What follows belongs to an exercise in optimizing a design on an open flow for small area, a short achievable clock period and few clock cycles per item; a production flow would make more cautious choices.
RTL that was checked went through simulation tests only; none was proved equivalent to the original.
Function not checked in runs 1 and 2: the RTL went through the layout flow alone.
No activity file was given, so power comes from the tool's default toggle rates.

File: flow/run.sh
#!/bin/bash
# Standard ORFS layout (the standard.sh), with the port buffers that
# buffer_ports inserts made sky130_fd_sc_hd__buf_1 instead of its default pick.
set -uo pipefail
bash standard.sh BUFFER_PORTS_ARGS="-buffer_cell sky130_fd_sc_hd__buf_1" finish > standard_make.log 2>&1
status=$?
tail -50 standard_make.log
exit $status
File: standard.sh
#!/bin/bash
# synth_recipe.tcl (not shown) runs the flow's synth.tcl, then flattens the netlist and writes it again
# the make line also repeats each setting of config.mk as NAME=value (left out here)
make -C /OpenROAD-flow-scripts/flow DESIGN_CONFIG=/design/flow/config.mk WORK_HOME=/design/flow/orfs CLKGATE_MAP_FILE= SYNTH_SCRIPT=/design/flow/synth_recipe.tcl "${@:-finish}"
File: config.mk
export PLATFORM = sky130hd
export DESIGN_NAME = tcp_synack_reply_builder
export DESIGN_NICKNAME = tcp_synack_reply_builder
export VERILOG_FILES = /design/flow/design.v
export SDC_FILE = /design/flow/constraint.sdc
export NUM_CORES = 4
export LEC_CHECK = 0
export ABC_AREA = 1
export CAP_MARGIN = 20
export CORE_MARGIN = 2
export CORE_UTILIZATION = 40
export SETUP_SLACK_MARGIN = 3.9
export SLEW_MARGIN = 20
File: constraint.sdc
create_clock -name core_clock -period 8.0 [get_ports {clk}]
set_input_delay 1.6000 -clock core_clock [delete_from_list [all_inputs] [get_ports {clk}]]
set_output_delay 1.6000 -clock core_clock [all_outputs]
set_load 0.01 [all_outputs]
File: design.v
module tcp_synack_reply_builder (
  input  logic         clk,
  input  logic         rst,
  input  logic         in_valid,
  output logic         in_stall,
  input  logic [271:0] in_data,
  output logic         out_valid,
  input  logic         out_stall,
  output logic [256:0] out_data,
  input  logic         psel,
  input  logic         penable,
  input  logic         pwrite,
  input  logic [2:0]   paddr,
  input  logic [31:0]  pwdata,
  output logic [31:0]  prdata,
  output logic         pready
);
  function automatic logic [15:0] eac_add(input logic [15:0] x, input logic [15:0] y);
    logic [15:0] g, p, gg, pp, c;
    logic cin;
    g = x & y; p = x ^ y; gg = g; pp = p;
    for (int l = 0; l < 4; l++)
      for (int i = 0; i < 16; i++)
        if ((i >> l) & 1) begin
          gg[i] = gg[i] | (pp[i] & gg[((i >> l) << l) - 1]);
          pp[i] = pp[i] & pp[((i >> l) << l) - 1];
        end
    cin = gg[15];
    c[0] = cin;
    for (int i = 1; i < 16; i++) c[i] = gg[i-1] | (pp[i-1] & cin);
    eac_add = p ^ c;
  endfunction
  function automatic logic [15:0] eac_add0(input logic [15:0] x, input logic [15:0] y);
    logic [15:0] g, p, gg, pp, c;
    logic cin;
    g = x & y; p = x ^ y; gg = g; pp = p;
    for (int l = 0; l < 4; l++)
      for (int i = 0; i < 16; i++)
        if ((i >> l) & 1) begin
          gg[i] = gg[i] | (pp[i] & gg[((i >> l) << l) - 1]);
          pp[i] = pp[i] & pp[((i >> l) << l) - 1];
        end
    cin = gg[15] | pp[15];
    c[0] = cin;
    for (int i = 1; i < 16; i++) c[i] = gg[i-1] | (pp[i-1] & cin);
    eac_add0 = p ^ c;
  endfunction
  function automatic logic [15:0] eac_add0_ks(input logic [15:0] x, input logic [15:0] y);
    logic [15:0] p, gg, pp, g2, p2;
    p = x ^ y; gg = x & y; pp = p;
    for (int l = 0; l < 4; l++) begin
      for (int i = 0; i < 16; i++) begin
        g2[i] = gg[i] | (pp[i] & gg[(i + 16 - (1 << l)) % 16]);
        p2[i] = pp[i] & pp[(i + 16 - (1 << l)) % 16];
      end
      gg = g2; pp = p2;
    end
    for (int i = 0; i < 16; i++) eac_add0_ks[i] = p[i] ^ (gg[(i + 15) % 16] | pp[(i + 15) % 16]);
  endfunction
  logic [15:0] local_port;
  logic [15:0] server_port;
  logic        wr_en;
  assign pready = 1'b1;
  assign wr_en  = psel && penable && pwrite;
  assign prdata = {16'd0, paddr[2] ? server_port : local_port};
  always_ff @(posedge clk) begin
    if (rst) begin
      local_port  <= 16'd0;
      server_port <= 16'd80;
    end else if (wr_en) begin
      if (paddr[2]) server_port <= pwdata[15:0];
      else          local_port  <= pwdata[15:0];
    end
  end
  localparam logic [15:0] TcpK = 16'h502B;
  localparam logic [15:0] CfgWRst = 16'h507B;   
  logic [15:0] cfg_o, cfg_u, cfg_v, cfg_m, cfg_w;
  assign cfg_o = paddr[2] ? local_port : server_port;
  assign cfg_u = pwdata[15:0] ^ cfg_o ^ TcpK;
  assign cfg_m = (pwdata[15:0] & cfg_o) | (pwdata[15:0] & TcpK) | (cfg_o & TcpK);
  assign cfg_v = {cfg_m[14:0], cfg_m[15]};
  always_ff @(posedge clk) begin
    if (rst)        cfg_w <= CfgWRst;
    else if (wr_en) cfg_w <= eac_add(cfg_u, cfg_v);
  end
  logic [47:0] dmac, smac;
  logic [15:0] etype, dport;
  logic [7:0]  proto, flags;
  logic [31:0] sip, dip, seq_in, ack_in;
  assign {dmac, smac, etype, proto, sip, dip, dport, seq_in, ack_in, flags} = in_data;
  logic [15:0] sip_hi, sip_lo, dip_hi, dip_lo, ack_hi, ack_lo, seq_hi, seq_lo;
  assign {sip_hi, sip_lo} = sip;
  assign {dip_hi, dip_lo} = dip;
  assign {ack_hi, ack_lo} = ack_in;
  assign {seq_hi, seq_lo} = seq_in;
  logic match;
  assign match = (etype == 16'h0800) && (proto == 8'h06) && (dport == local_port) &&
                 (flags[5:0] == 6'h12);
  logic [31:0] ack_next;
  assign ack_next = seq_in + 32'd1;
  logic seq_wrap;
  assign seq_wrap = &seq_in;
  logic [15:0] sh_s, sh_m;
  assign sh_s[0] = sip_hi[0] ^ sip_lo[0] ^ dip_hi[0];
  assign sh_m[0] = (sip_hi[0] & sip_lo[0]) | (sip_hi[0] & dip_hi[0]) | (sip_lo[0] & dip_hi[0]);
  assign sh_s[1] = sip_hi[1] ^ sip_lo[1] ^ dip_hi[1];
  assign sh_m[1] = (sip_hi[1] & sip_lo[1]) | (sip_hi[1] & dip_hi[1]) | (sip_lo[1] & dip_hi[1]);
  assign sh_s[2] = sip_hi[2] ^ sip_lo[2] ^ dip_hi[2];
  assign sh_m[2] = (sip_hi[2] & sip_lo[2]) | (sip_hi[2] & dip_hi[2]) | (sip_lo[2] & dip_hi[2]);
  assign sh_s[3] = sip_hi[3] ^ sip_lo[3] ^ dip_hi[3];
  assign sh_m[3] = (sip_hi[3] & sip_lo[3]) | (sip_hi[3] & dip_hi[3]) | (sip_lo[3] & dip_hi[3]);
  assign sh_s[4] = sip_hi[4] ^ sip_lo[4] ^ dip_hi[4];
  assign sh_m[4] = (sip_hi[4] & sip_lo[4]) | (sip_hi[4] & dip_hi[4]) | (sip_lo[4] & dip_hi[4]);
  assign sh_s[5] = sip_hi[5] ^ sip_lo[5] ^ dip_hi[5];
  assign sh_m[5] = (sip_hi[5] & sip_lo[5]) | (sip_hi[5] & dip_hi[5]) | (sip_lo[5] & dip_hi[5]);
  assign sh_s[6] = sip_hi[6] ^ sip_lo[6] ^ dip_hi[6];
  assign sh_m[6] = (sip_hi[6] & sip_lo[6]) | (sip_hi[6] & dip_hi[6]) | (sip_lo[6] & dip_hi[6]);
  assign sh_s[7] = sip_hi[7] ^ sip_lo[7] ^ dip_hi[7];
  assign sh_m[7] = (sip_hi[7] & sip_lo[7]) | (sip_hi[7] & dip_hi[7]) | (sip_lo[7] & dip_hi[7]);
  assign sh_s[8] = sip_hi[8] ^ sip_lo[8] ^ dip_hi[8];
  assign sh_m[8] = (sip_hi[8] & sip_lo[8]) | (sip_hi[8] & dip_hi[8]) | (sip_lo[8] & dip_hi[8]);
  assign sh_s[9] = sip_hi[9] ^ sip_lo[9] ^ dip_hi[9];
  assign sh_m[9] = (sip_hi[9] & sip_lo[9]) | (sip_hi[9] & dip_hi[9]) | (sip_lo[9] & dip_hi[9]);
  assign sh_s[10] = sip_hi[10] ^ sip_lo[10] ^ dip_hi[10];
  assign sh_m[10] = (sip_hi[10] & sip_lo[10]) | (sip_hi[10] & dip_hi[10]) | (sip_lo[10] & dip_hi[10]);
  assign sh_s[11] = sip_hi[11] ^ sip_lo[11] ^ dip_hi[11];
  assign sh_m[11] = (sip_hi[11] & sip_lo[11]) | (sip_hi[11] & dip_hi[11]) | (sip_lo[11] & dip_hi[11]);
  assign sh_s[12] = sip_hi[12] ^ sip_lo[12] ^ dip_hi[12];
  assign sh_m[12] = (sip_hi[12] & sip_lo[12]) | (sip_hi[12] & dip_hi[12]) | (sip_lo[12] & dip_hi[12]);
  assign sh_s[13] = sip_hi[13] ^ sip_lo[13] ^ dip_hi[13];
  assign sh_m[13] = (sip_hi[13] & sip_lo[13]) | (sip_hi[13] & dip_hi[13]) | (sip_lo[13] & dip_hi[13]);
  assign sh_s[14] = sip_hi[14] ^ sip_lo[14] ^ dip_hi[14];
  assign sh_m[14] = (sip_hi[14] & sip_lo[14]) | (sip_hi[14] & dip_hi[14]) | (sip_lo[14] & dip_hi[14]);
  assign sh_s[15] = sip_hi[15] ^ sip_lo[15] ^ dip_hi[15];
  assign sh_m[15] = (sip_hi[15] & sip_lo[15]) | (sip_hi[15] & dip_hi[15]) | (sip_lo[15] & dip_hi[15]);
  logic ip_s1, ip_c2;
  logic ip_s3, ip_c4;
  logic ip_s5, ip_c6;
  logic ip_s7, ip_c8;
  logic ip_s9, ip_c10;
  logic ip_s11, ip_c12;
  logic ip_s13, ip_c14;
  logic ip_s15, ip_c16;
  logic ip_s17, ip_c18;
  logic ip_s19, ip_c20;
  logic ip_s21, ip_c22;
  logic ip_s23, ip_c24;
  logic ip_s25, ip_c26;
  logic ip_s27, ip_c28;
  logic ip_s29, ip_c30;
  logic ip_s31, ip_c32;
  logic ip_s33, ip_c34;
  logic ip_s35, ip_c36;
  logic ip_s37, ip_c38;
  logic ip_s39, ip_c40;
  logic ip_s41, ip_c42;
  logic ip_s43, ip_c44;
  logic ip_s45, ip_c46;
  logic ip_s47, ip_c48;
  logic ip_s49, ip_c50;
  logic ip_s51, ip_c52;
  logic ip_s53, ip_c54;
  logic ip_s55, ip_c56;
  logic ip_s57, ip_c58;
  logic ip_s59, ip_c60;
  logic ip_s61, ip_c62;
  logic ip_s63, ip_c64;
  logic tcp_s65, tcp_c66;
  logic tcp_s67, tcp_c68;
  logic tcp_s69, tcp_c70;
  logic tcp_s71, tcp_c72;
  logic tcp_s73, tcp_c74;
  logic tcp_s75, tcp_c76;
  logic tcp_s77, tcp_c78;
  logic tcp_s79, tcp_c80;
  logic tcp_s81, tcp_c82;
  logic tcp_s83, tcp_c84;
  logic tcp_s85, tcp_c86;
  logic tcp_s87, tcp_c88;
  logic tcp_s89, tcp_c90;
  logic tcp_s91, tcp_c92;
  logic tcp_s93, tcp_c94;
  logic tcp_s95, tcp_c96;
  logic tcp_s97, tcp_c98;
  logic tcp_s99, tcp_c100;
  logic tcp_s101, tcp_c102;
  logic tcp_s103, tcp_c104;
  logic tcp_s105, tcp_c106;
  logic tcp_s107, tcp_c108;
  logic tcp_s109, tcp_c110;
  logic tcp_s111, tcp_c112;
  logic tcp_s113, tcp_c114;
  logic tcp_s115, tcp_c116;
  logic tcp_s117, tcp_c118;
  logic tcp_s119, tcp_c120;
  logic tcp_s121, tcp_c122;
  logic tcp_s123, tcp_c124;
  logic tcp_s125, tcp_c126;
  logic tcp_s127, tcp_c128;
  logic tcp_s129, tcp_c130;
  logic tcp_s131, tcp_c132;
  logic tcp_s133, tcp_c134;
  logic tcp_s135, tcp_c136;
  logic tcp_s137, tcp_c138;
  logic tcp_s139, tcp_c140;
  logic tcp_s141, tcp_c142;
  logic tcp_s143, tcp_c144;
  logic tcp_s145, tcp_c146;
  logic tcp_s147, tcp_c148;
  logic tcp_s149, tcp_c150;
  logic tcp_s151, tcp_c152;
  logic tcp_s153, tcp_c154;
  logic tcp_s155, tcp_c156;
  logic tcp_s157, tcp_c158;
  logic tcp_s159, tcp_c160;
  logic tcp_s161, tcp_c162;
  logic tcp_s163, tcp_c164;
  logic tcp_s165, tcp_c166;
  logic tcp_s167, tcp_c168;
  logic tcp_s169, tcp_c170;
  logic tcp_s171, tcp_c172;
  logic tcp_s173, tcp_c174;
  logic tcp_s175, tcp_c176;
  logic tcp_s177, tcp_c178;
  logic tcp_s179, tcp_c180;
  logic tcp_s181, tcp_c182;
  logic tcp_s183, tcp_c184;
  logic tcp_s185, tcp_c186;
  logic tcp_s187, tcp_c188;
  logic tcp_s189, tcp_c190;
  logic tcp_s191, tcp_c192;
  logic tcp_s193, tcp_c194;
  logic tcp_s195, tcp_c196;
  logic tcp_s197, tcp_c198;
  logic tcp_s199, tcp_c200;
  logic tcp_s201, tcp_c202;
  logic tcp_s203, tcp_c204;
  logic tcp_s205, tcp_c206;
  logic tcp_s207, tcp_c208;
  logic tcp_s209, tcp_c210;
  logic tcp_s211, tcp_c212;
  logic tcp_s213, tcp_c214;
  logic tcp_s215, tcp_c216;
  logic tcp_s217, tcp_c218;
  logic tcp_s219, tcp_c220;
  logic tcp_s221, tcp_c222;
  logic tcp_s223, tcp_c224;
  logic tcp_s225, tcp_c226;
  logic tcp_s227, tcp_c228;
  logic tcp_s229, tcp_c230;
  logic tcp_s231, tcp_c232;
  logic tcp_s233, tcp_c234;
  logic tcp_s235, tcp_c236;
  logic tcp_s237, tcp_c238;
  logic tcp_s239, tcp_c240;
  logic tcp_s241, tcp_c242;
  logic tcp_s243, tcp_c244;
  logic tcp_s245, tcp_c246;
  logic tcp_s247, tcp_c248;
  logic tcp_s249, tcp_c250;
  logic tcp_s251, tcp_c252;
  logic tcp_s253, tcp_c254;
  logic tcp_s255, tcp_c256;
  assign ip_s1 = 1'b1 ^ dip_lo[0] ^ sh_s[0];
  assign ip_c2 = (1'b1 & dip_lo[0]) | (1'b1 & sh_s[0]) | (dip_lo[0] & sh_s[0]);
  assign ip_s3 = 1'b1 ^ dip_lo[1] ^ sh_s[1];
  assign ip_c4 = (1'b1 & dip_lo[1]) | (1'b1 & sh_s[1]) | (dip_lo[1] & sh_s[1]);
  assign ip_s5 = 1'b1 ^ dip_lo[2] ^ sh_s[2];
  assign ip_c6 = (1'b1 & dip_lo[2]) | (1'b1 & sh_s[2]) | (dip_lo[2] & sh_s[2]);
  assign ip_s7 = 1'b1 ^ dip_lo[3] ^ sh_s[3];
  assign ip_c8 = (1'b1 & dip_lo[3]) | (1'b1 & sh_s[3]) | (dip_lo[3] & sh_s[3]);
  assign ip_s9 = 1'b0 ^ dip_lo[4] ^ sh_s[4];
  assign ip_c10 = (1'b0 & dip_lo[4]) | (1'b0 & sh_s[4]) | (dip_lo[4] & sh_s[4]);
  assign ip_s11 = 1'b1 ^ dip_lo[5] ^ sh_s[5];
  assign ip_c12 = (1'b1 & dip_lo[5]) | (1'b1 & sh_s[5]) | (dip_lo[5] & sh_s[5]);
  assign ip_s13 = 1'b0 ^ dip_lo[6] ^ sh_s[6];
  assign ip_c14 = (1'b0 & dip_lo[6]) | (1'b0 & sh_s[6]) | (dip_lo[6] & sh_s[6]);
  assign ip_s15 = 1'b0 ^ dip_lo[7] ^ sh_s[7];
  assign ip_c16 = (1'b0 & dip_lo[7]) | (1'b0 & sh_s[7]) | (dip_lo[7] & sh_s[7]);
  assign ip_s17 = 1'b0 ^ dip_lo[8] ^ sh_s[8];
  assign ip_c18 = (1'b0 & dip_lo[8]) | (1'b0 & sh_s[8]) | (dip_lo[8] & sh_s[8]);
  assign ip_s19 = 1'b0 ^ dip_lo[9] ^ sh_s[9];
  assign ip_c20 = (1'b0 & dip_lo[9]) | (1'b0 & sh_s[9]) | (dip_lo[9] & sh_s[9]);
  assign ip_s21 = 1'b1 ^ dip_lo[10] ^ sh_s[10];
  assign ip_c22 = (1'b1 & dip_lo[10]) | (1'b1 & sh_s[10]) | (dip_lo[10] & sh_s[10]);
  assign ip_s23 = 1'b0 ^ dip_lo[11] ^ sh_s[11];
  assign ip_c24 = (1'b0 & dip_lo[11]) | (1'b0 & sh_s[11]) | (dip_lo[11] & sh_s[11]);
  assign ip_s25 = 1'b0 ^ dip_lo[12] ^ sh_s[12];
  assign ip_c26 = (1'b0 & dip_lo[12]) | (1'b0 & sh_s[12]) | (dip_lo[12] & sh_s[12]);
  assign ip_s27 = 1'b0 ^ dip_lo[13] ^ sh_s[13];
  assign ip_c28 = (1'b0 & dip_lo[13]) | (1'b0 & sh_s[13]) | (dip_lo[13] & sh_s[13]);
  assign ip_s29 = 1'b1 ^ dip_lo[14] ^ sh_s[14];
  assign ip_c30 = (1'b1 & dip_lo[14]) | (1'b1 & sh_s[14]) | (dip_lo[14] & sh_s[14]);
  assign ip_s31 = 1'b0 ^ dip_lo[15] ^ sh_s[15];
  assign ip_c32 = (1'b0 & dip_lo[15]) | (1'b0 & sh_s[15]) | (dip_lo[15] & sh_s[15]);
  assign ip_s33 = sh_m[15] ^ ip_s1 ^ ip_c32;
  assign ip_c34 = (sh_m[15] & ip_s1) | (sh_m[15] & ip_c32) | (ip_s1 & ip_c32);
  assign ip_s35 = sh_m[0] ^ ip_c2 ^ ip_s3;
  assign ip_c36 = (sh_m[0] & ip_c2) | (sh_m[0] & ip_s3) | (ip_c2 & ip_s3);
  assign ip_s37 = sh_m[1] ^ ip_c4 ^ ip_s5;
  assign ip_c38 = (sh_m[1] & ip_c4) | (sh_m[1] & ip_s5) | (ip_c4 & ip_s5);
  assign ip_s39 = sh_m[2] ^ ip_c6 ^ ip_s7;
  assign ip_c40 = (sh_m[2] & ip_c6) | (sh_m[2] & ip_s7) | (ip_c6 & ip_s7);
  assign ip_s41 = sh_m[3] ^ ip_c8 ^ ip_s9;
  assign ip_c42 = (sh_m[3] & ip_c8) | (sh_m[3] & ip_s9) | (ip_c8 & ip_s9);
  assign ip_s43 = sh_m[4] ^ ip_c10 ^ ip_s11;
  assign ip_c44 = (sh_m[4] & ip_c10) | (sh_m[4] & ip_s11) | (ip_c10 & ip_s11);
  assign ip_s45 = sh_m[5] ^ ip_c12 ^ ip_s13;
  assign ip_c46 = (sh_m[5] & ip_c12) | (sh_m[5] & ip_s13) | (ip_c12 & ip_s13);
  assign ip_s47 = sh_m[6] ^ ip_c14 ^ ip_s15;
  assign ip_c48 = (sh_m[6] & ip_c14) | (sh_m[6] & ip_s15) | (ip_c14 & ip_s15);
  assign ip_s49 = sh_m[7] ^ ip_c16 ^ ip_s17;
  assign ip_c50 = (sh_m[7] & ip_c16) | (sh_m[7] & ip_s17) | (ip_c16 & ip_s17);
  assign ip_s51 = sh_m[8] ^ ip_c18 ^ ip_s19;
  assign ip_c52 = (sh_m[8] & ip_c18) | (sh_m[8] & ip_s19) | (ip_c18 & ip_s19);
  assign ip_s53 = sh_m[9] ^ ip_c20 ^ ip_s21;
  assign ip_c54 = (sh_m[9] & ip_c20) | (sh_m[9] & ip_s21) | (ip_c20 & ip_s21);
  assign ip_s55 = sh_m[10] ^ ip_c22 ^ ip_s23;
  assign ip_c56 = (sh_m[10] & ip_c22) | (sh_m[10] & ip_s23) | (ip_c22 & ip_s23);
  assign ip_s57 = sh_m[11] ^ ip_c24 ^ ip_s25;
  assign ip_c58 = (sh_m[11] & ip_c24) | (sh_m[11] & ip_s25) | (ip_c24 & ip_s25);
  assign ip_s59 = sh_m[12] ^ ip_c26 ^ ip_s27;
  assign ip_c60 = (sh_m[12] & ip_c26) | (sh_m[12] & ip_s27) | (ip_c26 & ip_s27);
  assign ip_s61 = sh_m[13] ^ ip_c28 ^ ip_s29;
  assign ip_c62 = (sh_m[13] & ip_c28) | (sh_m[13] & ip_s29) | (ip_c28 & ip_s29);
  assign ip_s63 = sh_m[14] ^ ip_c30 ^ ip_s31;
  assign ip_c64 = (sh_m[14] & ip_c30) | (sh_m[14] & ip_s31) | (ip_c30 & ip_s31);
  assign tcp_s65 = cfg_w[0] ^ dip_lo[0] ^ ack_hi[0];
  assign tcp_c66 = (cfg_w[0] & dip_lo[0]) | (cfg_w[0] & ack_hi[0]) | (dip_lo[0] & ack_hi[0]);
  assign tcp_s67 = ack_lo[0] ^ seq_hi[0] ^ seq_lo[0];
  assign tcp_c68 = (ack_lo[0] & seq_hi[0]) | (ack_lo[0] & seq_lo[0]) | (seq_hi[0] & seq_lo[0]);
  assign tcp_s69 = cfg_w[1] ^ dip_lo[1] ^ ack_hi[1];
  assign tcp_c70 = (cfg_w[1] & dip_lo[1]) | (cfg_w[1] & ack_hi[1]) | (dip_lo[1] & ack_hi[1]);
  assign tcp_s71 = ack_lo[1] ^ seq_hi[1] ^ seq_lo[1];
  assign tcp_c72 = (ack_lo[1] & seq_hi[1]) | (ack_lo[1] & seq_lo[1]) | (seq_hi[1] & seq_lo[1]);
  assign tcp_s73 = cfg_w[2] ^ dip_lo[2] ^ ack_hi[2];
  assign tcp_c74 = (cfg_w[2] & dip_lo[2]) | (cfg_w[2] & ack_hi[2]) | (dip_lo[2] & ack_hi[2]);
  assign tcp_s75 = ack_lo[2] ^ seq_hi[2] ^ seq_lo[2];
  assign tcp_c76 = (ack_lo[2] & seq_hi[2]) | (ack_lo[2] & seq_lo[2]) | (seq_hi[2] & seq_lo[2]);
  assign tcp_s77 = cfg_w[3] ^ dip_lo[3] ^ ack_hi[3];
  assign tcp_c78 = (cfg_w[3] & dip_lo[3]) | (cfg_w[3] & ack_hi[3]) | (dip_lo[3] & ack_hi[3]);
  assign tcp_s79 = ack_lo[3] ^ seq_hi[3] ^ seq_lo[3];
  assign tcp_c80 = (ack_lo[3] & seq_hi[3]) | (ack_lo[3] & seq_lo[3]) | (seq_hi[3] & seq_lo[3]);
  assign tcp_s81 = cfg_w[4] ^ dip_lo[4] ^ ack_hi[4];
  assign tcp_c82 = (cfg_w[4] & dip_lo[4]) | (cfg_w[4] & ack_hi[4]) | (dip_lo[4] & ack_hi[4]);
  assign tcp_s83 = ack_lo[4] ^ seq_hi[4] ^ seq_lo[4];
  assign tcp_c84 = (ack_lo[4] & seq_hi[4]) | (ack_lo[4] & seq_lo[4]) | (seq_hi[4] & seq_lo[4]);
  assign tcp_s85 = cfg_w[5] ^ dip_lo[5] ^ ack_hi[5];
  assign tcp_c86 = (cfg_w[5] & dip_lo[5]) | (cfg_w[5] & ack_hi[5]) | (dip_lo[5] & ack_hi[5]);
  assign tcp_s87 = ack_lo[5] ^ seq_hi[5] ^ seq_lo[5];
  assign tcp_c88 = (ack_lo[5] & seq_hi[5]) | (ack_lo[5] & seq_lo[5]) | (seq_hi[5] & seq_lo[5]);
  assign tcp_s89 = cfg_w[6] ^ dip_lo[6] ^ ack_hi[6];
  assign tcp_c90 = (cfg_w[6] & dip_lo[6]) | (cfg_w[6] & ack_hi[6]) | (dip_lo[6] & ack_hi[6]);
  assign tcp_s91 = ack_lo[6] ^ seq_hi[6] ^ seq_lo[6];
  assign tcp_c92 = (ack_lo[6] & seq_hi[6]) | (ack_lo[6] & seq_lo[6]) | (seq_hi[6] & seq_lo[6]);
  assign tcp_s93 = cfg_w[7] ^ dip_lo[7] ^ ack_hi[7];
  assign tcp_c94 = (cfg_w[7] & dip_lo[7]) | (cfg_w[7] & ack_hi[7]) | (dip_lo[7] & ack_hi[7]);
  assign tcp_s95 = ack_lo[7] ^ seq_hi[7] ^ seq_lo[7];
  assign tcp_c96 = (ack_lo[7] & seq_hi[7]) | (ack_lo[7] & seq_lo[7]) | (seq_hi[7] & seq_lo[7]);
  assign tcp_s97 = cfg_w[8] ^ dip_lo[8] ^ ack_hi[8];
  assign tcp_c98 = (cfg_w[8] & dip_lo[8]) | (cfg_w[8] & ack_hi[8]) | (dip_lo[8] & ack_hi[8]);
  assign tcp_s99 = ack_lo[8] ^ seq_hi[8] ^ seq_lo[8];
  assign tcp_c100 = (ack_lo[8] & seq_hi[8]) | (ack_lo[8] & seq_lo[8]) | (seq_hi[8] & seq_lo[8]);
  assign tcp_s101 = cfg_w[9] ^ dip_lo[9] ^ ack_hi[9];
  assign tcp_c102 = (cfg_w[9] & dip_lo[9]) | (cfg_w[9] & ack_hi[9]) | (dip_lo[9] & ack_hi[9]);
  assign tcp_s103 = ack_lo[9] ^ seq_hi[9] ^ seq_lo[9];
  assign tcp_c104 = (ack_lo[9] & seq_hi[9]) | (ack_lo[9] & seq_lo[9]) | (seq_hi[9] & seq_lo[9]);
  assign tcp_s105 = cfg_w[10] ^ dip_lo[10] ^ ack_hi[10];
  assign tcp_c106 = (cfg_w[10] & dip_lo[10]) | (cfg_w[10] & ack_hi[10]) | (dip_lo[10] & ack_hi[10]);
  assign tcp_s107 = ack_lo[10] ^ seq_hi[10] ^ seq_lo[10];
  assign tcp_c108 = (ack_lo[10] & seq_hi[10]) | (ack_lo[10] & seq_lo[10]) | (seq_hi[10] & seq_lo[10]);
  assign tcp_s109 = cfg_w[11] ^ dip_lo[11] ^ ack_hi[11];
  assign tcp_c110 = (cfg_w[11] & dip_lo[11]) | (cfg_w[11] & ack_hi[11]) | (dip_lo[11] & ack_hi[11]);
  assign tcp_s111 = ack_lo[11] ^ seq_hi[11] ^ seq_lo[11];
  assign tcp_c112 = (ack_lo[11] & seq_hi[11]) | (ack_lo[11] & seq_lo[11]) | (seq_hi[11] & seq_lo[11]);
  assign tcp_s113 = cfg_w[12] ^ dip_lo[12] ^ ack_hi[12];
  assign tcp_c114 = (cfg_w[12] & dip_lo[12]) | (cfg_w[12] & ack_hi[12]) | (dip_lo[12] & ack_hi[12]);
  assign tcp_s115 = ack_lo[12] ^ seq_hi[12] ^ seq_lo[12];
  assign tcp_c116 = (ack_lo[12] & seq_hi[12]) | (ack_lo[12] & seq_lo[12]) | (seq_hi[12] & seq_lo[12]);
  assign tcp_s117 = cfg_w[13] ^ dip_lo[13] ^ ack_hi[13];
  assign tcp_c118 = (cfg_w[13] & dip_lo[13]) | (cfg_w[13] & ack_hi[13]) | (dip_lo[13] & ack_hi[13]);
  assign tcp_s119 = ack_lo[13] ^ seq_hi[13] ^ seq_lo[13];
  assign tcp_c120 = (ack_lo[13] & seq_hi[13]) | (ack_lo[13] & seq_lo[13]) | (seq_hi[13] & seq_lo[13]);
  assign tcp_s121 = cfg_w[14] ^ dip_lo[14] ^ ack_hi[14];
  assign tcp_c122 = (cfg_w[14] & dip_lo[14]) | (cfg_w[14] & ack_hi[14]) | (dip_lo[14] & ack_hi[14]);
  assign tcp_s123 = ack_lo[14] ^ seq_hi[14] ^ seq_lo[14];
  assign tcp_c124 = (ack_lo[14] & seq_hi[14]) | (ack_lo[14] & seq_lo[14]) | (seq_hi[14] & seq_lo[14]);
  assign tcp_s125 = cfg_w[15] ^ dip_lo[15] ^ ack_hi[15];
  assign tcp_c126 = (cfg_w[15] & dip_lo[15]) | (cfg_w[15] & ack_hi[15]) | (dip_lo[15] & ack_hi[15]);
  assign tcp_s127 = ack_lo[15] ^ seq_hi[15] ^ seq_lo[15];
  assign tcp_c128 = (ack_lo[15] & seq_hi[15]) | (ack_lo[15] & seq_lo[15]) | (seq_hi[15] & seq_lo[15]);
  assign tcp_s129 = sh_s[0] ^ sh_m[15] ^ tcp_s65;
  assign tcp_c130 = (sh_s[0] & sh_m[15]) | (sh_s[0] & tcp_s65) | (sh_m[15] & tcp_s65);
  assign tcp_s131 = tcp_s67 ^ tcp_c126 ^ tcp_c128;
  assign tcp_c132 = (tcp_s67 & tcp_c126) | (tcp_s67 & tcp_c128) | (tcp_c126 & tcp_c128);
  assign tcp_s133 = sh_s[1] ^ sh_m[0] ^ tcp_c66;
  assign tcp_c134 = (sh_s[1] & sh_m[0]) | (sh_s[1] & tcp_c66) | (sh_m[0] & tcp_c66);
  assign tcp_s135 = tcp_c68 ^ tcp_s69 ^ tcp_s71;
  assign tcp_c136 = (tcp_c68 & tcp_s69) | (tcp_c68 & tcp_s71) | (tcp_s69 & tcp_s71);
  assign tcp_s137 = sh_s[2] ^ sh_m[1] ^ tcp_c70;
  assign tcp_c138 = (sh_s[2] & sh_m[1]) | (sh_s[2] & tcp_c70) | (sh_m[1] & tcp_c70);
  assign tcp_s139 = tcp_c72 ^ tcp_s73 ^ tcp_s75;
  assign tcp_c140 = (tcp_c72 & tcp_s73) | (tcp_c72 & tcp_s75) | (tcp_s73 & tcp_s75);
  assign tcp_s141 = sh_s[3] ^ sh_m[2] ^ tcp_c74;
  assign tcp_c142 = (sh_s[3] & sh_m[2]) | (sh_s[3] & tcp_c74) | (sh_m[2] & tcp_c74);
  assign tcp_s143 = tcp_c76 ^ tcp_s77 ^ tcp_s79;
  assign tcp_c144 = (tcp_c76 & tcp_s77) | (tcp_c76 & tcp_s79) | (tcp_s77 & tcp_s79);
  assign tcp_s145 = sh_s[4] ^ sh_m[3] ^ tcp_c78;
  assign tcp_c146 = (sh_s[4] & sh_m[3]) | (sh_s[4] & tcp_c78) | (sh_m[3] & tcp_c78);
  assign tcp_s147 = tcp_c80 ^ tcp_s81 ^ tcp_s83;
  assign tcp_c148 = (tcp_c80 & tcp_s81) | (tcp_c80 & tcp_s83) | (tcp_s81 & tcp_s83);
  assign tcp_s149 = sh_s[5] ^ sh_m[4] ^ tcp_c82;
  assign tcp_c150 = (sh_s[5] & sh_m[4]) | (sh_s[5] & tcp_c82) | (sh_m[4] & tcp_c82);
  assign tcp_s151 = tcp_c84 ^ tcp_s85 ^ tcp_s87;
  assign tcp_c152 = (tcp_c84 & tcp_s85) | (tcp_c84 & tcp_s87) | (tcp_s85 & tcp_s87);
  assign tcp_s153 = sh_s[6] ^ sh_m[5] ^ tcp_c86;
  assign tcp_c154 = (sh_s[6] & sh_m[5]) | (sh_s[6] & tcp_c86) | (sh_m[5] & tcp_c86);
  assign tcp_s155 = tcp_c88 ^ tcp_s89 ^ tcp_s91;
  assign tcp_c156 = (tcp_c88 & tcp_s89) | (tcp_c88 & tcp_s91) | (tcp_s89 & tcp_s91);
  assign tcp_s157 = sh_s[7] ^ sh_m[6] ^ tcp_c90;
  assign tcp_c158 = (sh_s[7] & sh_m[6]) | (sh_s[7] & tcp_c90) | (sh_m[6] & tcp_c90);
  assign tcp_s159 = tcp_c92 ^ tcp_s93 ^ tcp_s95;
  assign tcp_c160 = (tcp_c92 & tcp_s93) | (tcp_c92 & tcp_s95) | (tcp_s93 & tcp_s95);
  assign tcp_s161 = sh_s[8] ^ sh_m[7] ^ tcp_c94;
  assign tcp_c162 = (sh_s[8] & sh_m[7]) | (sh_s[8] & tcp_c94) | (sh_m[7] & tcp_c94);
  assign tcp_s163 = tcp_c96 ^ tcp_s97 ^ tcp_s99;
  assign tcp_c164 = (tcp_c96 & tcp_s97) | (tcp_c96 & tcp_s99) | (tcp_s97 & tcp_s99);
  assign tcp_s165 = sh_s[9] ^ sh_m[8] ^ tcp_c98;
  assign tcp_c166 = (sh_s[9] & sh_m[8]) | (sh_s[9] & tcp_c98) | (sh_m[8] & tcp_c98);
  assign tcp_s167 = tcp_c100 ^ tcp_s101 ^ tcp_s103;
  assign tcp_c168 = (tcp_c100 & tcp_s101) | (tcp_c100 & tcp_s103) | (tcp_s101 & tcp_s103);
  assign tcp_s169 = sh_s[10] ^ sh_m[9] ^ tcp_c102;
  assign tcp_c170 = (sh_s[10] & sh_m[9]) | (sh_s[10] & tcp_c102) | (sh_m[9] & tcp_c102);
  assign tcp_s171 = tcp_c104 ^ tcp_s105 ^ tcp_s107;
  assign tcp_c172 = (tcp_c104 & tcp_s105) | (tcp_c104 & tcp_s107) | (tcp_s105 & tcp_s107);
  assign tcp_s173 = sh_s[11] ^ sh_m[10] ^ tcp_c106;
  assign tcp_c174 = (sh_s[11] & sh_m[10]) | (sh_s[11] & tcp_c106) | (sh_m[10] & tcp_c106);
  assign tcp_s175 = tcp_c108 ^ tcp_s109 ^ tcp_s111;
  assign tcp_c176 = (tcp_c108 & tcp_s109) | (tcp_c108 & tcp_s111) | (tcp_s109 & tcp_s111);
  assign tcp_s177 = sh_s[12] ^ sh_m[11] ^ tcp_c110;
  assign tcp_c178 = (sh_s[12] & sh_m[11]) | (sh_s[12] & tcp_c110) | (sh_m[11] & tcp_c110);
  assign tcp_s179 = tcp_c112 ^ tcp_s113 ^ tcp_s115;
  assign tcp_c180 = (tcp_c112 & tcp_s113) | (tcp_c112 & tcp_s115) | (tcp_s113 & tcp_s115);
  assign tcp_s181 = sh_s[13] ^ sh_m[12] ^ tcp_c114;
  assign tcp_c182 = (sh_s[13] & sh_m[12]) | (sh_s[13] & tcp_c114) | (sh_m[12] & tcp_c114);
  assign tcp_s183 = tcp_c116 ^ tcp_s117 ^ tcp_s119;
  assign tcp_c184 = (tcp_c116 & tcp_s117) | (tcp_c116 & tcp_s119) | (tcp_s117 & tcp_s119);
  assign tcp_s185 = sh_s[14] ^ sh_m[13] ^ tcp_c118;
  assign tcp_c186 = (sh_s[14] & sh_m[13]) | (sh_s[14] & tcp_c118) | (sh_m[13] & tcp_c118);
  assign tcp_s187 = tcp_c120 ^ tcp_s121 ^ tcp_s123;
  assign tcp_c188 = (tcp_c120 & tcp_s121) | (tcp_c120 & tcp_s123) | (tcp_s121 & tcp_s123);
  assign tcp_s189 = sh_s[15] ^ sh_m[14] ^ tcp_c122;
  assign tcp_c190 = (sh_s[15] & sh_m[14]) | (sh_s[15] & tcp_c122) | (sh_m[14] & tcp_c122);
  assign tcp_s191 = tcp_c124 ^ tcp_s125 ^ tcp_s127;
  assign tcp_c192 = (tcp_c124 & tcp_s125) | (tcp_c124 & tcp_s127) | (tcp_s125 & tcp_s127);
  assign tcp_s193 = tcp_s129 ^ tcp_s131 ^ tcp_c190;
  assign tcp_c194 = (tcp_s129 & tcp_s131) | (tcp_s129 & tcp_c190) | (tcp_s131 & tcp_c190);
  assign tcp_s195 = tcp_c130 ^ tcp_c132 ^ tcp_s133;
  assign tcp_c196 = (tcp_c130 & tcp_c132) | (tcp_c130 & tcp_s133) | (tcp_c132 & tcp_s133);
  assign tcp_s197 = tcp_c134 ^ tcp_c136 ^ tcp_s137;
  assign tcp_c198 = (tcp_c134 & tcp_c136) | (tcp_c134 & tcp_s137) | (tcp_c136 & tcp_s137);
  assign tcp_s199 = tcp_c138 ^ tcp_c140 ^ tcp_s141;
  assign tcp_c200 = (tcp_c138 & tcp_c140) | (tcp_c138 & tcp_s141) | (tcp_c140 & tcp_s141);
  assign tcp_s201 = tcp_c142 ^ tcp_c144 ^ tcp_s145;
  assign tcp_c202 = (tcp_c142 & tcp_c144) | (tcp_c142 & tcp_s145) | (tcp_c144 & tcp_s145);
  assign tcp_s203 = tcp_c146 ^ tcp_c148 ^ tcp_s149;
  assign tcp_c204 = (tcp_c146 & tcp_c148) | (tcp_c146 & tcp_s149) | (tcp_c148 & tcp_s149);
  assign tcp_s205 = tcp_c150 ^ tcp_c152 ^ tcp_s153;
  assign tcp_c206 = (tcp_c150 & tcp_c152) | (tcp_c150 & tcp_s153) | (tcp_c152 & tcp_s153);
  assign tcp_s207 = tcp_c154 ^ tcp_c156 ^ tcp_s157;
  assign tcp_c208 = (tcp_c154 & tcp_c156) | (tcp_c154 & tcp_s157) | (tcp_c156 & tcp_s157);
  assign tcp_s209 = tcp_c158 ^ tcp_c160 ^ tcp_s161;
  assign tcp_c210 = (tcp_c158 & tcp_c160) | (tcp_c158 & tcp_s161) | (tcp_c160 & tcp_s161);
  assign tcp_s211 = tcp_c162 ^ tcp_c164 ^ tcp_s165;
  assign tcp_c212 = (tcp_c162 & tcp_c164) | (tcp_c162 & tcp_s165) | (tcp_c164 & tcp_s165);
  assign tcp_s213 = tcp_c166 ^ tcp_c168 ^ tcp_s169;
  assign tcp_c214 = (tcp_c166 & tcp_c168) | (tcp_c166 & tcp_s169) | (tcp_c168 & tcp_s169);
  assign tcp_s215 = tcp_c170 ^ tcp_c172 ^ tcp_s173;
  assign tcp_c216 = (tcp_c170 & tcp_c172) | (tcp_c170 & tcp_s173) | (tcp_c172 & tcp_s173);
  assign tcp_s217 = tcp_c174 ^ tcp_c176 ^ tcp_s177;
  assign tcp_c218 = (tcp_c174 & tcp_c176) | (tcp_c174 & tcp_s177) | (tcp_c176 & tcp_s177);
  assign tcp_s219 = tcp_c178 ^ tcp_c180 ^ tcp_s181;
  assign tcp_c220 = (tcp_c178 & tcp_c180) | (tcp_c178 & tcp_s181) | (tcp_c180 & tcp_s181);
  assign tcp_s221 = tcp_c182 ^ tcp_c184 ^ tcp_s185;
  assign tcp_c222 = (tcp_c182 & tcp_c184) | (tcp_c182 & tcp_s185) | (tcp_c184 & tcp_s185);
  assign tcp_s223 = tcp_c186 ^ tcp_c188 ^ tcp_s189;
  assign tcp_c224 = (tcp_c186 & tcp_c188) | (tcp_c186 & tcp_s189) | (tcp_c188 & tcp_s189);
  assign tcp_s225 = tcp_c192 ^ tcp_s193 ^ tcp_c224;
  assign tcp_c226 = (tcp_c192 & tcp_s193) | (tcp_c192 & tcp_c224) | (tcp_s193 & tcp_c224);
  assign tcp_s227 = tcp_s135 ^ tcp_c194 ^ tcp_s195;
  assign tcp_c228 = (tcp_s135 & tcp_c194) | (tcp_s135 & tcp_s195) | (tcp_c194 & tcp_s195);
  assign tcp_s229 = tcp_s139 ^ tcp_c196 ^ tcp_s197;
  assign tcp_c230 = (tcp_s139 & tcp_c196) | (tcp_s139 & tcp_s197) | (tcp_c196 & tcp_s197);
  assign tcp_s231 = tcp_s143 ^ tcp_c198 ^ tcp_s199;
  assign tcp_c232 = (tcp_s143 & tcp_c198) | (tcp_s143 & tcp_s199) | (tcp_c198 & tcp_s199);
  assign tcp_s233 = tcp_s147 ^ tcp_c200 ^ tcp_s201;
  assign tcp_c234 = (tcp_s147 & tcp_c200) | (tcp_s147 & tcp_s201) | (tcp_c200 & tcp_s201);
  assign tcp_s235 = tcp_s151 ^ tcp_c202 ^ tcp_s203;
  assign tcp_c236 = (tcp_s151 & tcp_c202) | (tcp_s151 & tcp_s203) | (tcp_c202 & tcp_s203);
  assign tcp_s237 = tcp_s155 ^ tcp_c204 ^ tcp_s205;
  assign tcp_c238 = (tcp_s155 & tcp_c204) | (tcp_s155 & tcp_s205) | (tcp_c204 & tcp_s205);
  assign tcp_s239 = tcp_s159 ^ tcp_c206 ^ tcp_s207;
  assign tcp_c240 = (tcp_s159 & tcp_c206) | (tcp_s159 & tcp_s207) | (tcp_c206 & tcp_s207);
  assign tcp_s241 = tcp_s163 ^ tcp_c208 ^ tcp_s209;
  assign tcp_c242 = (tcp_s163 & tcp_c208) | (tcp_s163 & tcp_s209) | (tcp_c208 & tcp_s209);
  assign tcp_s243 = tcp_s167 ^ tcp_c210 ^ tcp_s211;
  assign tcp_c244 = (tcp_s167 & tcp_c210) | (tcp_s167 & tcp_s211) | (tcp_c210 & tcp_s211);
  assign tcp_s245 = tcp_s171 ^ tcp_c212 ^ tcp_s213;
  assign tcp_c246 = (tcp_s171 & tcp_c212) | (tcp_s171 & tcp_s213) | (tcp_c212 & tcp_s213);
  assign tcp_s247 = tcp_s175 ^ tcp_c214 ^ tcp_s215;
  assign tcp_c248 = (tcp_s175 & tcp_c214) | (tcp_s175 & tcp_s215) | (tcp_c214 & tcp_s215);
  assign tcp_s249 = tcp_s179 ^ tcp_c216 ^ tcp_s217;
  assign tcp_c250 = (tcp_s179 & tcp_c216) | (tcp_s179 & tcp_s217) | (tcp_c216 & tcp_s217);
  assign tcp_s251 = tcp_s183 ^ tcp_c218 ^ tcp_s219;
  assign tcp_c252 = (tcp_s183 & tcp_c218) | (tcp_s183 & tcp_s219) | (tcp_c218 & tcp_s219);
  assign tcp_s253 = tcp_s187 ^ tcp_c220 ^ tcp_s221;
  assign tcp_c254 = (tcp_s187 & tcp_c220) | (tcp_s187 & tcp_s221) | (tcp_c220 & tcp_s221);
  assign tcp_s255 = tcp_s191 ^ tcp_c222 ^ tcp_s223;
  assign tcp_c256 = (tcp_s191 & tcp_c222) | (tcp_s191 & tcp_s223) | (tcp_c222 & tcp_s223);
  logic [15:0] ip_a, ip_b, tcp_a, tcp_b;
  assign ip_a = {ip_c62, ip_c60, ip_c58, ip_c56, ip_c54, ip_c52, ip_c50, ip_c48, ip_c46, ip_c44, ip_c42, ip_c40, ip_c38, ip_c36, ip_c34, ip_s33};
  assign ip_b = {ip_s63, ip_s61, ip_s59, ip_s57, ip_s55, ip_s53, ip_s51, ip_s49, ip_s47, ip_s45, ip_s43, ip_s41, ip_s39, ip_s37, ip_s35, ip_c64};
  assign tcp_a = {tcp_c254, tcp_c252, tcp_c250, tcp_c248, tcp_c246, tcp_c244, tcp_c242, tcp_c240, tcp_c238, tcp_c236, tcp_c234, tcp_c232, tcp_c230, tcp_c228, tcp_c226, tcp_s225};
  assign tcp_b = {tcp_s255, tcp_s253, tcp_s251, tcp_s249, tcp_s247, tcp_s245, tcp_s243, tcp_s241, tcp_s239, tcp_s237, tcp_s235, tcp_s233, tcp_s231, tcp_s229, tcp_s227, tcp_c256};
  logic [15:0] ip_csum;
  assign ip_csum = eac_add0_ks(~ip_a, ~ip_b);
  localparam int W = 1 + 48 + 48 + 32 + 32 + 32 + 32 + 16 + 32 + 1;
  logic         ld;
  logic [W-1:0] nxt, q;
  assign ld       = !out_valid || !out_stall;
  assign in_stall = !ld;
  assign nxt = {1'b1, smac, dmac, dip, sip, ack_in, ack_next, ip_csum, ~tcp_a, ~tcp_b, seq_wrap};
  always_ff @(posedge clk) begin
    if (rst)     out_valid <= 1'b0;
    else if (ld) out_valid <= in_valid;
  end
  logic ld_m;
  assign ld_m = ld && match;
  always_ff @(posedge clk) begin
    q <= (nxt & {W{ld_m}}) | (q & {W{!ld}});
  end
  logic        q_send;
  logic [47:0] q_dmac, q_smac;
  logic [31:0] q_sip, q_dip, q_seq, q_ack;
  logic [15:0] q_ipc, q_tcpx, q_tcpy;
  logic        q_wrap;
  assign {q_send, q_dmac, q_smac, q_sip, q_dip, q_seq, q_ack, q_ipc, q_tcpx, q_tcpy, q_wrap} = q;
  logic [15:0] tcp_hs, tcp_hc, tcp_hcr;
  assign tcp_hs = q_tcpx ^ q_tcpy ^ {15'd0, q_wrap};
  assign tcp_hc = (q_tcpx & q_tcpy) | ({15'd0, q_wrap} & (q_tcpx ^ q_tcpy));
  assign tcp_hcr = {tcp_hc[14:0], tcp_hc[15]};
  assign out_data = {q_send, q_dmac, q_smac, q_sip, q_dip, q_ipc,
                     q_seq, q_ack, eac_add0_ks(tcp_hs, tcp_hcr)};
endmodule
==> flow_summary.ini, run 1 <==
[power]
ir_drop_mv = 0.127
power_density_nw_per_um2 = 202
p_leak_nw = 11.2

[drt]
drtIter0Drc = 1201
wl_per_cell_um = 17.7
via_count = 18600
wl_um = 68900
firstDrtPassIters = 5
via_per_inst = 4.76
drc = 0
ant_nets = 0

[clock_network]
cts.path.max_buffers = 3
cts_root_buffer = clkbuf_16
clk_pin_slew_worst_paths_ns = 0.06
ctsHoldBuffers = 0
cts_made_buffers = 40
htreeDepth = 2
clk_latency_ns = 0.57
tritoncts = built
clkSinkCount = 323

[sta]
worst_pin_slew_ns = 1.03
fmax_mhz = 228
maxSlewViolCount = 0
hold_viol = 0
relSlewSlack_pct = 31.3
rsz0062_at_grt = true
finalClockSkew_ns = 0.0267
period_share_pct = 54.7
setup_tns_ns = 0
fin_crit_ns = 4.38
setup_viol = 0

[synthesis]
avgSynthCellArea_sq_um = 7.33
ys_dominant_reg_cell = dfxtp_1
synth-seq-cells = 323
synthArstFlopShare_pct = 0
yosys.area.top_type = dfxtp_1
netlist_instances = 2861
synth_cell_types = 37
synth_top_cell_area_share_pct = 30.8
ys_warn_count = 1
yosysSeqAreaShare_pct = 30.9
synth-edff-count = 1
synth_area_sq_um = 21000
yosys-top-cells-area = dfxtp_1, nand2_1, fa_1

[flow_run]
drv_cap = 0

[global_route]
grt_pass1_wl_um = 101000
antenna_found_initial = 2
track_usage_pct = 24.5
grt_remaining_overflow = 0
grt_pass1_vias = 17400
grt_max_degree = 165

[critical_path]
cp_slowest_stage_delay_ns = 0.50
crit_chain = fa_2 > ha_4 > nand2_2 > nor2_4 > inv_2 > nor4_4 > nor2_1 > nand2_1 > xor2_2 > buf_2
cp-start-kind = flip-flop
critPathKind = flip-flop to output pin
cp.required_ns = 6.40
critPathCaptureType = output pin
crit_buf_inv = 2
critPathArrivalTime_ns = 2.78
path_delay_family = adder cells
crit_fanout = 5
slowest_stage = fa_2

[place]
place_inst = 3793
gp_congestion = 0.945
port-buffer-count = 568
dp_hpwl_um = 54400

[die]
die_h_um = 233
die_w_um = 233
die-area_sq_um = 54200
row_count = 83
core_sq_um = 51500
initial_utilization_pct = 40.7
io-pin-count = 606

[finish]
final_common_cell = nand2_1
area_delta_synth_final_pct = 15.9
fin_cells = 3906
fillCellCount = 5321
drive_gt1_share_pct = 9.15
num-nets-final = 3720
mostFrequentLayoutCells = nand2_1, buf_1, dfxtp_1

[min_path]
hold_path.class = flip-flop to flip-flop

[run_status]
status = timing/DRC/antenna clean
[where the power goes]
| group | internal, W | total, W | switching [W] |
|---|---|---|---|
| Sequential | 0.00162 | 0.00163 | 0.0000101 |
| Combinational | 0.000570 | 0.00144 | 0.000869 |
| Clock | 0.00110 | 0.00184 | 0.000741 |
[synth_stat cells (2+ instances only)]
master	instances
nand4_1	18
inv_2	2
or2_2	3
nand2_1	1012
fa_1	114
a21boi_0	3
xor2_1	49
nand3_1	85
o21ai_1	3
nor2_1	178
conb_1	2
ha_1	99
o21a_1	9
buf_4	265
clkinv_1	2
xnor2_1	10
o21bai_1	3
inv_1	242
o21ai_0	184
buf_2	7
a21oi_1	82
clkbuf_1	53
dfxtp_1	322
nor4_1	13
nand2_2	2
a31oi_1	8
a21o_1	25
buf_6	13
nand3b_1	21
nor3_1	25
[metrics by stage]
stage	hold WS [ns]	worst slack, ns	utilization [%]	total power, W	instance area [sq um]
4_1_cts	0.452	3.61	46.5	0.00490	23900
5_1_grt	0.462	3.48	47.2	0.00520	24300
3_3_place_gp	0.435	3.22	42.6	0.00304	21900
2_1_floorplan	0.427	3.91	-	0.00263	21300
6_report	0.448	3.62	47.2	0.00491	24300
3_5_place_dp	0.437	3.22	42.6	0.00304	21900
[registers in the layout, summed over array words and instances (netlist names), named ones only]
| signal | flops |
|---|---|
| local_port | 16 |
| q | 273 |
| cfg_w | 16 |
| out_valid | 1 |
| server_port | 16 |
[metal layers]
layer | wire length, um | track usage (%)
met1 | 29200 | 31.3
met2 | 32500 | 40.4
met3 | 4870 | 5.38
met4 | 2410 | 9.10
met5 | 0 | 0
[tightest hold or removal path, cell delays in order (launching register included)]
cell	delay [ns]
dfxtp_1	0.30
nand2_1	0.06
nand2_1	0.04
[cell families (layout without fill, tap and decap cells)]
family                     Yosys count  in the layout  share of synthesized area (%)
DFF                                323            323                           30.9
and+or+nand+nor                   1361           1361                           25.9
AOI/OAI and AO/OA                  319            319                           8.17
adders and majority gates          213            213                           16.8
other                                2             19                         0.0358
xor gates and xnor gates            59             59                           2.47
buffers and inverters              584            932                           15.7
[path summary, 6_finish.rpt]
kind	depth (start not counted)	startpoint	end	slack, ns
setup / recovery	10	q[0]	out_data[3]	3.62
setup reg to reg	11	local_port[0]	q[237]	4.82
hold reg to reg	2	q[189]	q[189]	0.45
hold / removal	2	q[189]	q[189]	0.45
[timing repair]
item	4_1_cts	5_1_grt
setup buffers	21	14
cloned	2	1
endpoints found under the hold margin	0	0
setup endpoints to repair	35	48
pin swaps	23	25
gates resized for setup	122	72
[final cells by class]
| cell class | instances | area [sq um] | share of cell area, % |
|---|---|---|---|
| timing repair buffer | 611 | 2530 | 10.4 |
| sequential | 323 | 6480 | 26.7 |
| inverter | 246 | 942 | 3.88 |
| clock inverter | 16 | 160 | 0.659 |
| multi-input combinational | 1969 | 12100 | 49.9 |
| antenna | 2 | 5.00 | 0.0206 |
| timing repair inverter | 2 | 17.5 | 0.0721 |
| tap | 680 | 851 | 3.50 |
| clock buffer | 57 | 1180 | 4.84 |
==> run 2, diff against run 1 <==
--- a/config.mk
+++ b/config.mk
@@ -10,4 +10,4 @@
 export CORE_MARGIN = 2
 export CORE_UTILIZATION = 40
-export SETUP_SLACK_MARGIN = 3.9
+export SETUP_SLACK_MARGIN = 3.6
 export SLEW_MARGIN = 20
==> flow_summary.ini, run 2 <==
[run_status]
status = timing/DRC/antenna clean

[clock_network]
clkSinkCount = 323
clk_pin_slew_worst_paths_ns = 0.06
tritoncts = built
clk_latency_ns = 0.55
ctsHoldBuffers = 0
cts_made_buffers = 39
htreeDepth = 2
cts_root_buffer = clkbuf_16
cts.path.max_buffers = 3

[synthesis]
synth-edff-count = 1
netlist_instances = 2861
synth_top_cell_area_share_pct = 30.8
yosys-top-cells-area = dfxtp_1, nand2_1, fa_1
yosysMostFrequentCell = nand2_1
synth_cell_types = 37
avgSynthCellArea_sq_um = 7.33
synthArstFlopShare_pct = 0
yosys.area.top_type = dfxtp_1
synth-seq-cells = 323
ys_dominant_reg_cell = dfxtp_1
synth_common_cells = nand2_1, dfxtp_1, buf_4
ys_warn_count = 1
synth_area_sq_um = 21000
yosysSeqAreaShare_pct = 30.9

[critical_path]
critPathCaptureType = output pin
path_delay_family = adder cells
cp.required_ns = 6.40
crit_buf_inv = 2
slowest_stage = fa_2
r2r_slack_ns = 4.83
critPathKind = flip-flop to output pin
r2r-end = q[223]
crit_chain = fa_2 > ha_4 > nand2_4 > nor2_4 > inv_2 > nor4_4 > nor2_1 > nand2_1 > xor2_2 > buf_2
cp-start-kind = flip-flop
worstRegToRegCells = 11
crit_fanout = 4
critPathArrivalTime_ns = 2.83
cp_slowest_stage_delay_ns = 0.48
timing.rr.start = local_port[0]

[die]
initial_utilization_pct = 40.7
die-area_sq_um = 54200
row_count = 83
die_w_um = 233
core_sq_um = 51500
io-pin-count = 606
die_h_um = 233

[sta]
relSlewSlack_pct = 40.0
setup_viol = 0
rsz0062_at_grt = true
fin_crit_ns = 4.43
fmax_mhz = 226
finalClockSkew_ns = 0.0150
period_share_pct = 55.4
maxSlewViolCount = 0
setup_tns_ns = 0
worst_pin_slew_ns = 0.900
hold_viol = 0
whs_ns = 0.448

[drt]
wl_um = 69200
via_per_inst = 4.78
firstDrtPassIters = 5
wl_per_cell_um = 17.8
drtIter0Drc = 1305
via_count = 18500
ant_nets = 0
drc = 0

[power]
ir_drop_mv = 0.118
power_density_nw_per_um2 = 198
p_leak_nw = 11.0

[min_path]
worstHoldStart = q[165]
hold_path.class = flip-flop to flip-flop
whs_endpoint = q[165]
hold_depth = 2

[finish]
top_register = q
largest_reg_flops = 273
mostFrequentLayoutCells = nand2_1, buf_1, dfxtp_1
area_delta_synth_final_pct = 13.2
num-nets-final = 3700
drive_gt1_share_pct = 6.31
final_common_cell = nand2_1

[global_route]
grt_pass1_wl_um = 102000
track_usage_pct = 24.7
grt_remaining_overflow = 0
antenna_found_initial = 2
grt_max_degree = 160
grt_pass1_vias = 17400

[place]
port-buffer-count = 568
dp_hpwl_um = 54800
gp_congestion = 0.949

[flow_run]
drv_cap = 0
## run 2: cell counts after synthesis
Identical to the previous run, type by type.
## run 2: worst reg2reg max path: stages, from the launching register on
cell     delay, ns
dfxtp_1       0.36
inv_1         0.11
nand2_1       0.14
nand2_1       0.07
nor2_1        0.12
nand4_1       0.10
nor2_1        0.11
nand3_1       0.28
nor2_4        0.73
buf_12        0.53
nand2_1       0.44
nand2_1       0.11
## run 2: routing by layer
metal / vias to the layer above / global-route usage [%] / wire length, um
li1: 9307 / - / -
met1: 8541 / 32.3 / 30000
met2: 588 / 41.3 / 33000
met3: 96 / 4.26 / 4180
met4: 0 / 7.98 / 1970
met5: - / 0 / 0
## run 2: how the worst max path moves through the flow
stage              from          end  slack (ns)  cells after the start
3_5_place_dp   paddr[2]     cfg_w[1]        2.93                     17
5_1_grt            q[0]  out_data[6]        3.46                     10
3_3_place_gp   paddr[2]     cfg_w[1]        2.93                     17
4_1_cts            q[3]  out_data[6]        3.53                     10
6_report          q[17]  out_data[6]        3.57                     10
2_1_floorplan  paddr[2]     cfg_w[1]        3.63                     19
## run 2: power breakdown
group | internal, W | switching, W
combinational | 0.000490 | 0.000821
clock | 0.00103 | 0.000727
sequential | 0.00162 | 0.00000995
## run 2: cells by family after synthesis
logic type,count (synthesis),share of synthesized area [%]
AOI/OAI and AO/OA,319,8.17
xor gates and xnor gates,59,2.47
adders and majority gates,213,16.8
buffers and inverters,584,15.7
DFF,323,30.9
other,2,0.0358
and+or+nand+nor,1361,25.9
## run 2: area by class of cell
cell class | count | area (sq um)
fill | 5396 | 27800
multi-input combinational | 1969 | 11800
sequential | 323 | 6480
timing repair buffer | 591 | 2350
clock buffer | 54 | 1100
inverter | 246 | 953
tap | 680 | 851
clock inverter | 13 | 140
timing repair inverter | 3 | 23.8
antenna | 2 | 5.00
## run 2: what timing repair did
action,in CTS,in global routing
endpoints found under the setup margin,19,46
setup buffers,3,12
cloned,2,1
resized for setup,75,82
pin swaps,8,24
## run 2: stage by stage
stage	instance area (sq um)	utilization [%]	std cells	power, W	setup WS (ns)
CTS	23300	45.3	3866	0.00473	3.53
global route	23700	46.1	3881	0.00499	3.46
finish	23700	46.1	3881	0.00470	3.57
floorplan	21000	-	2876	0.00254	3.63
detailed placement	21700	42.2	3794	0.00295	2.93
global placement	21700	42.2	3794	0.00294	2.93
==> run 3, diff against run 2 <==
--- a/design.v
+++ b/design.v
@@ -58,4 +58,16 @@
     for (int i = 0; i < 16; i++) eac_add0_ks[i] = p[i] ^ (gg[(i + 15) % 16] | pp[(i + 15) % 16]);
   endfunction
+  function automatic logic [15:0] eac_add_ks(input logic [15:0] x, input logic [15:0] y);
+    logic [15:0] p, gg, pp, g2, p2;
+    p = x ^ y; gg = x & y; pp = p;
+    for (int l = 0; l < 4; l++) begin
+      for (int i = 0; i < 16; i++) begin
+        g2[i] = gg[i] | (pp[i] & gg[(i + 16 - (1 << l)) % 16]);
+        p2[i] = pp[i] & pp[(i + 16 - (1 << l)) % 16];
+      end
+      gg = g2; pp = p2;
+    end
+    for (int i = 0; i < 16; i++) eac_add_ks[i] = p[i] ^ gg[(i + 15) % 16];
+  endfunction
   logic [15:0] local_port;
   logic [15:0] server_port;
@@ -82,5 +94,5 @@
   always_ff @(posedge clk) begin
     if (rst)        cfg_w <= CfgWRst;
-    else if (wr_en) cfg_w <= eac_add(cfg_u, cfg_v);
+    else if (wr_en) cfg_w <= eac_add_ks(cfg_u, cfg_v);
   end
   logic [47:0] dmac, smac;
@@ -523,32 +535,35 @@
   assign tcp_a = {tcp_c254, tcp_c252, tcp_c250, tcp_c248, tcp_c246, tcp_c244, tcp_c242, tcp_c240, tcp_c238, tcp_c236, tcp_c234, tcp_c232, tcp_c230, tcp_c228, tcp_c226, tcp_s225};
   assign tcp_b = {tcp_s255, tcp_s253, tcp_s251, tcp_s249, tcp_s247, tcp_s245, tcp_s243, tcp_s241, tcp_s239, tcp_s237, tcp_s235, tcp_s233, tcp_s231, tcp_s229, tcp_s227, tcp_c256};
-  logic [15:0] ip_csum;
-  assign ip_csum = eac_add0_ks(~ip_a, ~ip_b);
-  localparam int W = 1 + 48 + 48 + 32 + 32 + 32 + 32 + 16 + 32 + 1;
+  logic [15:0] tcp_x, tcp_y, tcp_hs, tcp_hc;
+  assign tcp_x  = ~tcp_a;
+  assign tcp_y  = ~tcp_b;
+  assign tcp_hs = tcp_x ^ tcp_y ^ {15'd0, seq_wrap};
+  assign tcp_hc = (tcp_x & tcp_y) | ({15'd0, seq_wrap} & (tcp_x ^ tcp_y));
+  localparam int W = 1 + 48 + 48 + 32 + 32 + 32 + 32 + 32 + 32 + 0;
   logic         ld;
   logic [W-1:0] nxt, q;
   assign ld       = !out_valid || !out_stall;
   assign in_stall = !ld;
-  assign nxt = {1'b1, smac, dmac, dip, sip, ack_in, ack_next, ip_csum, ~tcp_a, ~tcp_b, seq_wrap};
+  assign nxt = {1'b1, smac, dmac, dip, sip, ack_in, ack_next, ~ip_a, ~ip_b, tcp_hs, {tcp_hc[14:0], tcp_hc[15]}};
   always_ff @(posedge clk) begin
     if (rst)     out_valid <= 1'b0;
     else if (ld) out_valid <= in_valid;
   end
-  logic ld_m;
+  logic ld_m, hold;
+  logic [W-1:0] q_d;
   assign ld_m = ld && match;
+  assign hold = !ld;
+  assign q_d = (nxt & {W{ld_m}}) | (q & {W{hold}});
   always_ff @(posedge clk) begin
-    q <= (nxt & {W{ld_m}}) | (q & {W{!ld}});
+    q <= q_d;
   end
   logic        q_send;
   logic [47:0] q_dmac, q_smac;
   logic [31:0] q_sip, q_dip, q_seq, q_ack;
-  logic [15:0] q_ipc, q_tcpx, q_tcpy;
+  logic [15:0] q_ipx, q_ipy, q_tcpx, q_tcpy;
   logic        q_wrap;
-  assign {q_send, q_dmac, q_smac, q_sip, q_dip, q_seq, q_ack, q_ipc, q_tcpx, q_tcpy, q_wrap} = q;
-  logic [15:0] tcp_hs, tcp_hc, tcp_hcr;
-  assign tcp_hs = q_tcpx ^ q_tcpy ^ {15'd0, q_wrap};
-  assign tcp_hc = (q_tcpx & q_tcpy) | ({15'd0, q_wrap} & (q_tcpx ^ q_tcpy));
-  assign tcp_hcr = {tcp_hc[14:0], tcp_hc[15]};
-  assign out_data = {q_send, q_dmac, q_smac, q_sip, q_dip, q_ipc,
-                     q_seq, q_ack, eac_add0_ks(tcp_hs, tcp_hcr)};
+  assign {q_send, q_dmac, q_smac, q_sip, q_dip, q_seq, q_ack, q_ipx, q_ipy, q_tcpx, q_tcpy} = q;
+  assign q_wrap = 1'b0;
+  assign out_data = {q_send, q_dmac, q_smac, q_sip, q_dip, eac_add0_ks(q_ipx, q_ipy),
+                     q_seq, q_ack, eac_add0_ks(q_tcpx, q_tcpy)};
 endmodule
--- a/config.mk
+++ b/config.mk
@@ -10,4 +10,5 @@
 export CORE_MARGIN = 2
 export CORE_UTILIZATION = 40
-export SETUP_SLACK_MARGIN = 3.6
+export CTS_BUF_LIST = sky130_fd_sc_hd__clkbuf_8
+export SETUP_SLACK_MARGIN = 3.9
 export SLEW_MARGIN = 20
==> flow_summary.ini, run 3 <==
[synthesis]
synthArstFlopShare_pct = 0
synth_area_sq_um = 23000
synth_top_cell_area_share_pct = 29.3
yosysSeqAreaShare_pct = 29.4
synth_common_cells = nand2_1, inv_1, dfxtp_1
yosys-top-cells-area = dfxtp_1, nand2_1, fa_1
synth_cell_types = 31
ys_warn_count = 1
synth-edff-count = 1
synth-seq-cells = 338
netlist_instances = 3346
avgSynthCellArea_sq_um = 6.88
yosys.area.top_type = dfxtp_1
yosysMostFrequentCell = nand2_1
ys_dominant_reg_cell = dfxtp_1

[drt]
drtIter0Drc = 1457
via_per_inst = 4.66
wl_per_cell_um = 17.9
ant_nets = 0
firstDrtPassIters = 5
drc = 0
wl_um = 79900
via_count = 20900

[critical_path]
r2r-end = q[16]
critPathCaptureType = output pin
cp.required_ns = 6.40
crit_chain = clkbuf_2 > buf_12 > o21ai_0 > buf_1
critPathArrivalTime_ns = 2.48
slowest_stage = o21ai_0
cp-start-kind = input pin
cp_slowest_stage_delay_ns = 0.34
worstRegToRegCells = 8
critPathKind = input pin to output pin
timing.rr.start = cfg_w[0]
r2r_slack_ns = 4.73
crit_fanout = 23

[run_status]
status = timing/DRC/antenna clean

[finish]
area_delta_synth_final_pct = 13.5
top_register = q
num-nets-final = 4211
mostFrequentLayoutCells = nand2_1, buf_1, inv_1
drive_gt1_share_pct = 8.18
final_common_cell = nand2_1
fillCellCount = 6033
design_area_sq_um = 26100
largest_reg_flops = 288

[global_route]
grt_pass1_wl_um = 118000
grt_pass1_vias = 20100
antenna_found_initial = 6
grt_remaining_overflow = 0
grt_max_degree = 162
track_usage_pct = 26.0

[sta]
fmax_mhz = 245
setup_viol = 0
period_share_pct = 51.0
fin_crit_ns = 4.08
rsz0062_at_grt = true
worst_pin_slew_ns = 1.10
maxSlewViolCount = 0
finalClockSkew_ns = 0.0399
relSlewSlack_pct = 26.3
setup_tns_ns = 0
hold_viol = 0

[place]
dp_hpwl_um = 61800
gp_congestion = 0.973
placed_area_sq_um = 24100
port-buffer-count = 568

[clock_network]
htreeDepth = 3
clkSinkCount = 338
cts_made_buffers = 66
clk_pin_slew_worst_paths_ns = 0.05
ctsHoldBuffers = 0
clk_latency_ns = 0.66
cts.path.max_buffers = 3
cts_root_buffer = clkbuf_8
tritoncts = built

[die]
die-area_sq_um = 59500
die_h_um = 244
io-pin-count = 606
initial_utilization_pct = 40.7
die_w_um = 244
row_count = 87
core_sq_um = 56600

[power]
ir_drop_mv = 0.129
p_leak_nw = 12.4
power_density_nw_per_um2 = 177

[flow_run]
drv_cap = 0

[min_path]
hold_depth = 2
whs_endpoint = q[195]
worstHoldStart = q[195]
hold_path.class = flip-flop to flip-flop
[run 3: what timing repair did]
item,4_1_cts,5_1_grt
setup buffers,0,1
pin swaps,2,5
resized for setup,86,113
gates cloned,3,3
endpoints found under the setup margin,38,45
[run 3: kinds of logic (layout without fill, tap and decap cells)]
family | after synthesis | after routing | synth area share (%)
buffers and inverters | 907 | 1259 | 19.3
AO/OA/AOI/OAI | 334 | 334 | 7.33
adder cells (fa/ha/maj) | 225 | 225 | 16.4
other | 2 | 19 | 0.0326
AND/OR/NAND/NOR | 1522 | 1524 | 26.8
XOR/XNOR | 18 | 18 | 0.685
flip-flops | 338 | 338 | 29.4
[run 3: cell type report]
type | instances | area (sq um) | share of cell area [%]
timing repair inverter | 3 | 28.8 | 0.110
multi-input combinational | 2118 | 12500 | 47.9
clock inverter | 30 | 203 | 0.776
timing repair buffer | 579 | 2280 | 8.73
clock buffer | 81 | 1110 | 4.27
inverter | 566 | 2250 | 8.61
sequential | 338 | 6780 | 25.9
tap | 756 | 946 | 3.62
antenna | 2 | 5.00 | 0.0192
[run 3: per-layer routing]
| metal | global-route usage, % | share of wire, % |
|---|---|---|
| met1 | 34.0 | 44 |
| met4 | 7.28 | 2.0 |
| met2 | 43.4 | 47 |
| met5 | 0 | 0.050 |
| met3 | 5.13 | 6.5 |
[run 3: power breakdown]
group | internal, W | total [W] | leakage (nW) | switching (W)
Clock | 0.000979 | 0.00178 | 0.728 | 0.000800
Combinational | 0.000438 | 0.00113 | 8.98 | 0.000697
Sequential | 0.00170 | 0.00170 | 2.73 | 0.00000885
[run 3: worst max-delay path by stage]
stage | startpoint | endpoint | cells past startpoint
floorplan | in_data[104] | q[16] | 10
global placement | in_data[40] | q[16] | 9
detailed placement | in_data[40] | q[16] | 9
CTS | out_stall | in_stall | 4
global route | in_data[104] | q[16] | 11
finish | paddr[2] | prdata[0] | 4
[run 3: worst max-delay path, delay by kind of cell]
family / cells / cell delay, ns
AOI/OAI and AO/OA: 1 / 0.34
buffers and inverters: 3 / 0.54
[run 3: stage by stage]
| stage | hold slack (ns) | total power (W) | worst slack (ns) | utilization (%) | instances |
|---|---|---|---|---|---|
| finish | 0.448 | 0.00462 | 3.92 | 46.2 | 4473 |
| global route | 0.463 | 0.00492 | 3.85 | 46.2 | 4473 |
| CTS | 0.451 | 0.00467 | 3.85 | 45.2 | 4467 |
| detailed placement | 0.437 | 0.00286 | 3.04 | 42.6 | 4353 |
| global placement | 0.435 | 0.00284 | 3.03 | 42.6 | 4353 |
| floorplan | 0.423 | 0.00250 | 3.65 | - | 3361 |
Testbench counts of run 3, summed over its fixed seeds: cycles 9,608, items 9,600.
